Background: an optimization exercise with open tools, aiming at small area. Do not read the settings as production practice. Only simulation tests tie the RTL to the original design; equivalence was not proved. The clock port is modelled as an ideal driver; clocking choices that lean on that would not hold on a real chip. No activity file was given, so power comes from the tool's default toggle rates.

Design reg_file_param, start of the top module:
module reg_file_param #(
  parameter int unsigned XLEN  = 32,
  parameter int unsigned NREG  = 32,
  parameter int unsigned NREAD = 2,
  localparam int unsigned AW   = (NREG > 1) ? $clog2(NREG) : 1
) (
  input  logic                  clk,
  input  logic                  reset,
  input  logic                  wEn,
  input  logic [AW-1:0]         rd,
  input  logic [XLEN-1:0]       data,
  input  logic [NREAD*AW-1:0]   rs,
  output logic [NREAD*XLEN-1:0] out,
  input  logic                  issueEn,
  input  logic [AW-1:0]         issueRd,
  output logic [NREAD-1:0]      busy
);
  logic [XLEN-1:0] regs [1:31];
  logic [31:1]     busy_q;
  logic [XLEN-1:0] wdata;
  logic [31:1]     wsel;
  logic [31:1]     isel;
  assign wdata = data & {XLEN{~reset}};
  always_comb begin
    for (int unsigned i = 1; i < 32; i++) begin
      wsel[i] = reset | (wEn & (rd == AW'(i)));
      isel[i] = ~reset & issueEn & (issueRd == AW'(i));
    end
  end
  logic [31:1]     wsel_n;
  logic [XLEN-1:0] nxt [1:31];
  assign wsel_n = ~wsel;
  for (genvar i = 1; i < 32; i++) begin : g_row
    for (genvar b = 0; b < XLEN; b++) begin : g_bit
  ...
Settings: LEC_CHECK=0, CAP_MARGIN=20, CORE_MARGIN=2, CORE_UTILIZATION=50, CTS_BUF_LIST=sky130_fd_sc_hd__clkbuf_8, CTS_CLUSTER_DIAMETER=100, CTS_CLUSTER_SIZE=16, PLACE_DENSITY=0.8, SETUP_SLACK_MARGIN=0.1, SLEW_MARGIN=20, SYNTH_HIERARCHICAL=1; clock period 5.0 ns.
standard.sh (not shown) runs the stock make flow with config.mk's settings and CLKGATE_MAP_FILE= SYNTH_SCRIPT=/design/flow/synth_recipe.tcl, a recipe that flattens the netlist after the stock synthesis.
==> flow/flow/run.sh <==
#!/bin/bash
# The standard layout (the standard.sh: standard synthesis, then ORFS to finish), with two
# changes passed to ORFS's make:
#  - the port buffers that ORFS inserts on every input and output are buf_2 cells instead of
#    the delay-cell buffers buffer_ports picks by default;
#  - flow/post_cts.tcl runs at the end of the CTS step (ORFS's POST_CTS_TCL hook): it takes
#    out repair buffers and sizes logic cells down where slew, capacitance and timing allow.
# The full make output goes to flow_make.log here; ORFS keeps each step's log under orfs/logs/.
set -euo pipefail
cd "$(dirname "$0")/.."
bash standard.sh "BUFFER_PORTS_ARGS=-buffer_cell sky130_fd_sc_hd__buf_2" \
  "POST_CTS_TCL=$PWD/flow/post_cts.tcl" finish > flow_make.log 2>&1
==> flow/flow/post_cts.tcl <==
set ds_t0 [clock seconds]
sta::make_equiv_cells [get_libs *]
set_max_transition 1.2 [current_design]
estimate_parasitics -placement
set ::ds_slew0 [sta::max_slew_violation_count]
set ::ds_cap0 [sta::max_capacitance_violation_count]
set ::ds_setup0 [expr {min(0.60e-9, [sta::worst_slack_cmd max])}]
set ::ds_hold0 [expr {min(0.05e-9, [sta::worst_slack_cmd min])}]
proc ds_ok {} {
  if {[sta::max_slew_violation_count] > $::ds_slew0} { return 0 }
  if {[sta::max_capacitance_violation_count] > $::ds_cap0} { return 0 }
  if {[sta::worst_slack_cmd max] < $::ds_setup0} { return 0 }
  if {[sta::worst_slack_cmd min] < $::ds_hold0} { return 0 }
  return 1
}
puts "downsize: start area [expr {[rsz::design_area]*1e12}] slew_v $::ds_slew0 cap_v $::ds_cap0 ws [sta::worst_slack_cmd max] ok [ds_ok]"
proc ds_area {} { return [expr {[rsz::design_area]*1e12}] }
# Phase 1.
set unbuf 0
set bnames {}
foreach b [get_cells *] { lappend bnames [get_full_name $b] }
foreach bn $bnames {
  set b [get_cells -quiet $bn]
  if {$b eq ""} continue
  set bm [get_property $b liberty_cell]
  if {$bm eq "" || $bm eq "NULL"} continue
  if {![regexp {__buf_\d+$} [get_name $bm]]} continue
  set ain [get_pins -of_objects $b -filter "direction == input"]
  set nin [get_nets -of_objects $ain]
  if {$nin eq ""} continue
  if {[llength [get_ports -quiet -of_objects $nin]] > 0} continue
  set xout [get_pins -of_objects $b -filter "direction == output"]
  set nout [get_nets -of_objects $xout]
  if {[llength [get_ports -quiet -of_objects $nout]] > 0} continue
  set drv [get_pins -quiet -of_objects $nin -filter "direction == output"]
  if {[llength $drv] != 1} continue
  set loads [get_pins -quiet -of_objects $nin -filter "direction == input"]
  if {[llength $loads] != 1} continue
  set g [get_cells -of_objects $drv]
  set gm [get_property $g liberty_cell]
  if {$gm eq "" || $gm eq "NULL"} continue
  if {[regexp {df|clkbuf|clkinv} [get_name $gm]]} continue
  set ba [get_property $bm area]
  set ga [get_property $gm area]
  set odb_b [[ord::get_db_block] findInst [get_name $b]]
  set loc [$odb_b getLocation]
  set bname [get_name $b]
  set gpin [get_full_name $drv]
  remove_buffers [list $b]
  estimate_parasitics -placement
  set done [ds_ok]
  if {!$done} {
    set cands {}
    foreach c [sta::find_equiv_cells $gm] {
      if {[regexp {probe|lpflow|clkbuf|clkdly|dlygate|dlymetal|clkinv} [get_name $c]]} continue
      set a [get_property $c area]
      if {$a > $ga + 1e-6 && $a < $ga + $ba - 1e-6} { lappend cands [list $c $a] }
    }
    foreach ca [lsort -real -increasing -index 1 $cands] {
      replace_cell $g [lindex $ca 0]
      estimate_parasitics -placement
      if {[ds_ok]} { set done 1; break }
    }
  }
  if {$done} { incr unbuf; continue }
  replace_cell $g $gm
  estimate_parasitics -placement
  set gnet [get_nets -of_objects [get_pins $gpin]]
  set dbu [[ord::get_db_block] getDbUnitsPerMicron]
  insert_buffer -buffer_cell $bm -net $gnet -location [list [expr {[lindex $loc 0]/double($dbu)}] [expr {[lindex $loc 1]/double($dbu)}]]
  estimate_parasitics -placement
}
puts "downsize: removed $unbuf buffers, area [ds_area] ws [sta::worst_slack_cmd max] ok [ds_ok]"
set insts {}
foreach inst [get_cells *] {
  set lc [get_property $inst liberty_cell]
  if {$lc eq "" || $lc eq "NULL"} continue
  set cn [get_name $lc]
  if {[regexp {df|tap|fill|decap|diode|clkbuf|clkinv|conb} $cn]} continue
  lappend insts [list $inst $lc [get_property $lc area]]
}
set insts [lsort -real -decreasing -index 2 $insts]
set changed 0
foreach e $insts {
  lassign $e inst lc a0
  set cands {}
  foreach c [sta::find_equiv_cells $lc] {
    set cname [get_name $c]
    if {[regexp {probe|lpflow|clkbuf|clkdly|dlygate|dlymetal|clkinv} $cname]} continue
    set a [get_property $c area]
    if {$a < $a0 - 1e-6} { lappend cands [list $c $a] }
  }
  if {$cands eq ""} continue
  foreach ca [lsort -real -increasing -index 1 $cands] {
    lassign $ca c a
    replace_cell $inst $c
    estimate_parasitics -placement
    if {[ds_ok]} { incr changed; break }
    replace_cell $inst $lc
    estimate_parasitics -placement
  }
}
set_max_transition 1.5 [current_design]
detailed_placement
check_placement -verbose
estimate_parasitics -placement
puts "downsize: changed $changed area [expr {[rsz::design_area]*1e12}] ws [sta::worst_slack_cmd max] in [expr {[clock seconds]-$ds_t0}] s"
The baseline completed without violations.
Change:
--- a/flow/flow/post_cts.tcl
+++ b/flow/flow/post_cts.tcl
@@ -7,2 +6,0 @@
-set ::ds_setup0 [expr {min(0.60e-9, [sta::worst_slack_cmd max])}]
-set ::ds_hold0 [expr {min(0.05e-9, [sta::worst_slack_cmd min])}]
@@ -12,2 +10,2 @@
-  if {[sta::worst_slack_cmd max] < $::ds_setup0} { return 0 }
-  if {[sta::worst_slack_cmd min] < $::ds_hold0} { return 0 }
+  if {[sta::worst_slack_cmd max] < 0.60e-9} { return 0 }
+  if {[sta::worst_slack_cmd min] < 0.05e-9} { return 0 }
--- a/flow/config.mk
+++ b/flow/config.mk
@@ -13,2 +13 @@
-export CTS_CLUSTER_SIZE = 16
-export PLACE_DENSITY = 0.8
+export CTS_CLUSTER_SIZE = 14
Hold slack loses 0.0036 ns. Fmax goes up by 1.5%. Setup slack improves by 0.072 ns. Final cell count grows by 3.1%. Wire length increases by 11%. Design area is higher by 3.8%. Die area is unchanged. Via count increases by 1.2%. Global-route usage grows by 4.9 points.

reg_file_param again, from the RTL that the note above started with.
Settings: LEC_CHECK=0, CAP_MARGIN=20, CORE_MARGIN=2, CORE_UTILIZATION=50, CTS_BUF_LIST=sky130_fd_sc_hd__clkbuf_8, CTS_CLUSTER_DIAMETER=100, CTS_CLUSTER_SIZE=16, PLACE_DENSITY=0.8, SETUP_SLACK_MARGIN=0.1, SLEW_MARGIN=20, SYNTH_HIERARCHICAL=1; clock period 5.0 ns.
==> flow/flow/post_cts.tcl <==
set ds_t0 [clock seconds]
sta::make_equiv_cells [get_libs *]
set_max_transition 1.2 [current_design]
estimate_parasitics -placement
set ::ds_slew0 [sta::max_slew_violation_count]
set ::ds_cap0 [sta::max_capacitance_violation_count]
proc ds_ok {} {
  if {[sta::max_slew_violation_count] > $::ds_slew0} { return 0 }
  if {[sta::max_capacitance_violation_count] > $::ds_cap0} { return 0 }
  if {[sta::worst_slack_cmd max] < 0.60e-9} { return 0 }
  if {[sta::worst_slack_cmd min] < 0.05e-9} { return 0 }
  return 1
}
puts "downsize: start area [expr {[rsz::design_area]*1e12}] slew_v $::ds_slew0 cap_v $::ds_cap0 ws [sta::worst_slack_cmd max] ok [ds_ok]"
proc ds_area {} { return [expr {[rsz::design_area]*1e12}] }
# Phase 1.
set unbuf 0
set bnames {}
foreach b [get_cells *] { lappend bnames [get_full_name $b] }
foreach bn $bnames {
  set b [get_cells -quiet $bn]
  if {$b eq ""} continue
  set bm [get_property $b liberty_cell]
  if {$bm eq "" || $bm eq "NULL"} continue
  if {![regexp {__buf_\d+$} [get_name $bm]]} continue
  set ain [get_pins -of_objects $b -filter "direction == input"]
  set nin [get_nets -of_objects $ain]
  if {$nin eq ""} continue
  if {[llength [get_ports -quiet -of_objects $nin]] > 0} continue
  set xout [get_pins -of_objects $b -filter "direction == output"]
  set nout [get_nets -of_objects $xout]
  if {[llength [get_ports -quiet -of_objects $nout]] > 0} continue
  set drv [get_pins -quiet -of_objects $nin -filter "direction == output"]
  if {[llength $drv] != 1} continue
  set loads [get_pins -quiet -of_objects $nin -filter "direction == input"]
  if {[llength $loads] != 1} continue
  set g [get_cells -of_objects $drv]
  set gm [get_property $g liberty_cell]
  if {$gm eq "" || $gm eq "NULL"} continue
  if {[regexp {df|clkbuf|clkinv} [get_name $gm]]} continue
  set ba [get_property $bm area]
  set ga [get_property $gm area]
  set odb_b [[ord::get_db_block] findInst [get_name $b]]
  set loc [$odb_b getLocation]
  set bname [get_name $b]
  set gpin [get_full_name $drv]
  remove_buffers [list $b]
  estimate_parasitics -placement
  set done [ds_ok]
  if {!$done} {
    set cands {}
    foreach c [sta::find_equiv_cells $gm] {
      if {[regexp {probe|lpflow|clkbuf|clkdly|dlygate|dlymetal|clkinv} [get_name $c]]} continue
      set a [get_property $c area]
      if {$a > $ga + 1e-6 && $a < $ga + $ba - 1e-6} { lappend cands [list $c $a] }
    }
    foreach ca [lsort -real -increasing -index 1 $cands] {
      replace_cell $g [lindex $ca 0]
      estimate_parasitics -placement
      if {[ds_ok]} { set done 1; break }
    }
  }
  if {$done} { incr unbuf; continue }
  replace_cell $g $gm
  estimate_parasitics -placement
  set gnet [get_nets -of_objects [get_pins $gpin]]
  set dbu [[ord::get_db_block] getDbUnitsPerMicron]
  insert_buffer -buffer_cell $bm -net $gnet -location [list [expr {[lindex $loc 0]/double($dbu)}] [expr {[lindex $loc 1]/double($dbu)}]]
  estimate_parasitics -placement
}
puts "downsize: removed $unbuf buffers, area [ds_area] ws [sta::worst_slack_cmd max] ok [ds_ok]"
set insts {}
foreach inst [get_cells *] {
  set lc [get_property $inst liberty_cell]
  if {$lc eq "" || $lc eq "NULL"} continue
  set cn [get_name $lc]
  if {[regexp {df|tap|fill|decap|diode|clkbuf|clkinv|conb} $cn]} continue
  lappend insts [list $inst $lc [get_property $lc area]]
}
set insts [lsort -real -decreasing -index 2 $insts]
set changed 0
foreach e $insts {
  lassign $e inst lc a0
  set cands {}
  foreach c [sta::find_equiv_cells $lc] {
    set cname [get_name $c]
    if {[regexp {probe|lpflow|clkbuf|clkdly|dlygate|dlymetal|clkinv} $cname]} continue
    set a [get_property $c area]
    if {$a < $a0 - 1e-6} { lappend cands [list $c $a] }
  }
  if {$cands eq ""} continue
  foreach ca [lsort -real -increasing -index 1 $cands] {
    lassign $ca c a
    replace_cell $inst $c
    estimate_parasitics -placement
    if {[ds_ok]} { incr changed; break }
    replace_cell $inst $lc
    estimate_parasitics -placement
  }
}
set_max_transition 1.5 [current_design]
detailed_placement
check_placement -verbose
estimate_parasitics -placement
puts "downsize: changed $changed area [expr {[rsz::design_area]*1e12}] ws [sta::worst_slack_cmd max] in [expr {[clock seconds]-$ds_t0}] s"
Scripts as last shown in full above: flow/flow/run.sh
The first run went through all stages and came out clean.
==> next run, changes <==
--- a/flow/flow/post_cts.tcl
+++ b/flow/flow/post_cts.tcl
@@ -6,0 +7,2 @@
+set ::ds_setup0 [expr {min(0.60e-9, [sta::worst_slack_cmd max])}]
+set ::ds_hold0 [expr {min(0.05e-9, [sta::worst_slack_cmd min])}]
@@ -10,2 +12,2 @@
-  if {[sta::worst_slack_cmd max] < 0.60e-9} { return 0 }
-  if {[sta::worst_slack_cmd min] < 0.05e-9} { return 0 }
+  if {[sta::worst_slack_cmd max] < $::ds_setup0} { return 0 }
+  if {[sta::worst_slack_cmd min] < $::ds_hold0} { return 0 }
Settings changed: SETUP_SLACK_MARGIN 0.1 to 0.2.
Result: The changed run completed without violations. Die area does not change. Routed wire length goes down by about 0.3%. Worst hold slack hardly moves. Sequential power is about the same. Final cell count goes down by about 2.3%. Utilization goes down by 1.7 points. First-iteration DRC count goes up by 0.58%. Area after synthesis does not change.

-- re-timing with driven ports --
Ports are ideal in the flow. The routed layouts listed here were re-timed in OpenROAD. Step 1: set_driving_cell puts a clkbuf_16 on clk and a buf_2 on each other input, an assumption about the parent block. Step 2 times the ports against the registers' clock, not the clock port: input delays grow and output delays shrink by t, the midpoint of the rising clock arrivals with the driver on. Three values: ideal ports, drivers, drivers and shift; two values: the first two.
run	t, ns	setup slack, ns	worst hold slack (ns)	worst setup path after step 2
the first run of note 1	0.786	0.040 / -0.029 / -0.029	0.510 / 0.510 / 0.510	input to output
the second run of note 1	0.819	0.112 / -0.041 / -0.041	0.506 / 0.506 / 0.506	input to output
the first run of note 2	0.794	0.245 / 0.172 / 0.172	0.511 / 0.511 / 0.511	input to output
the second run of note 2	0.784	0.150 / 0.069 / 0.069	0.510 / 0.510 / 0.510	input to output
With both steps, setup timing fails in the first run of note 1 and the second run of note 1, where it was met with ideal ports. The setup slack of the second run of note 1, which loses most, moves by -0.153 ns with the drivers and by -0.153 ns with both steps.
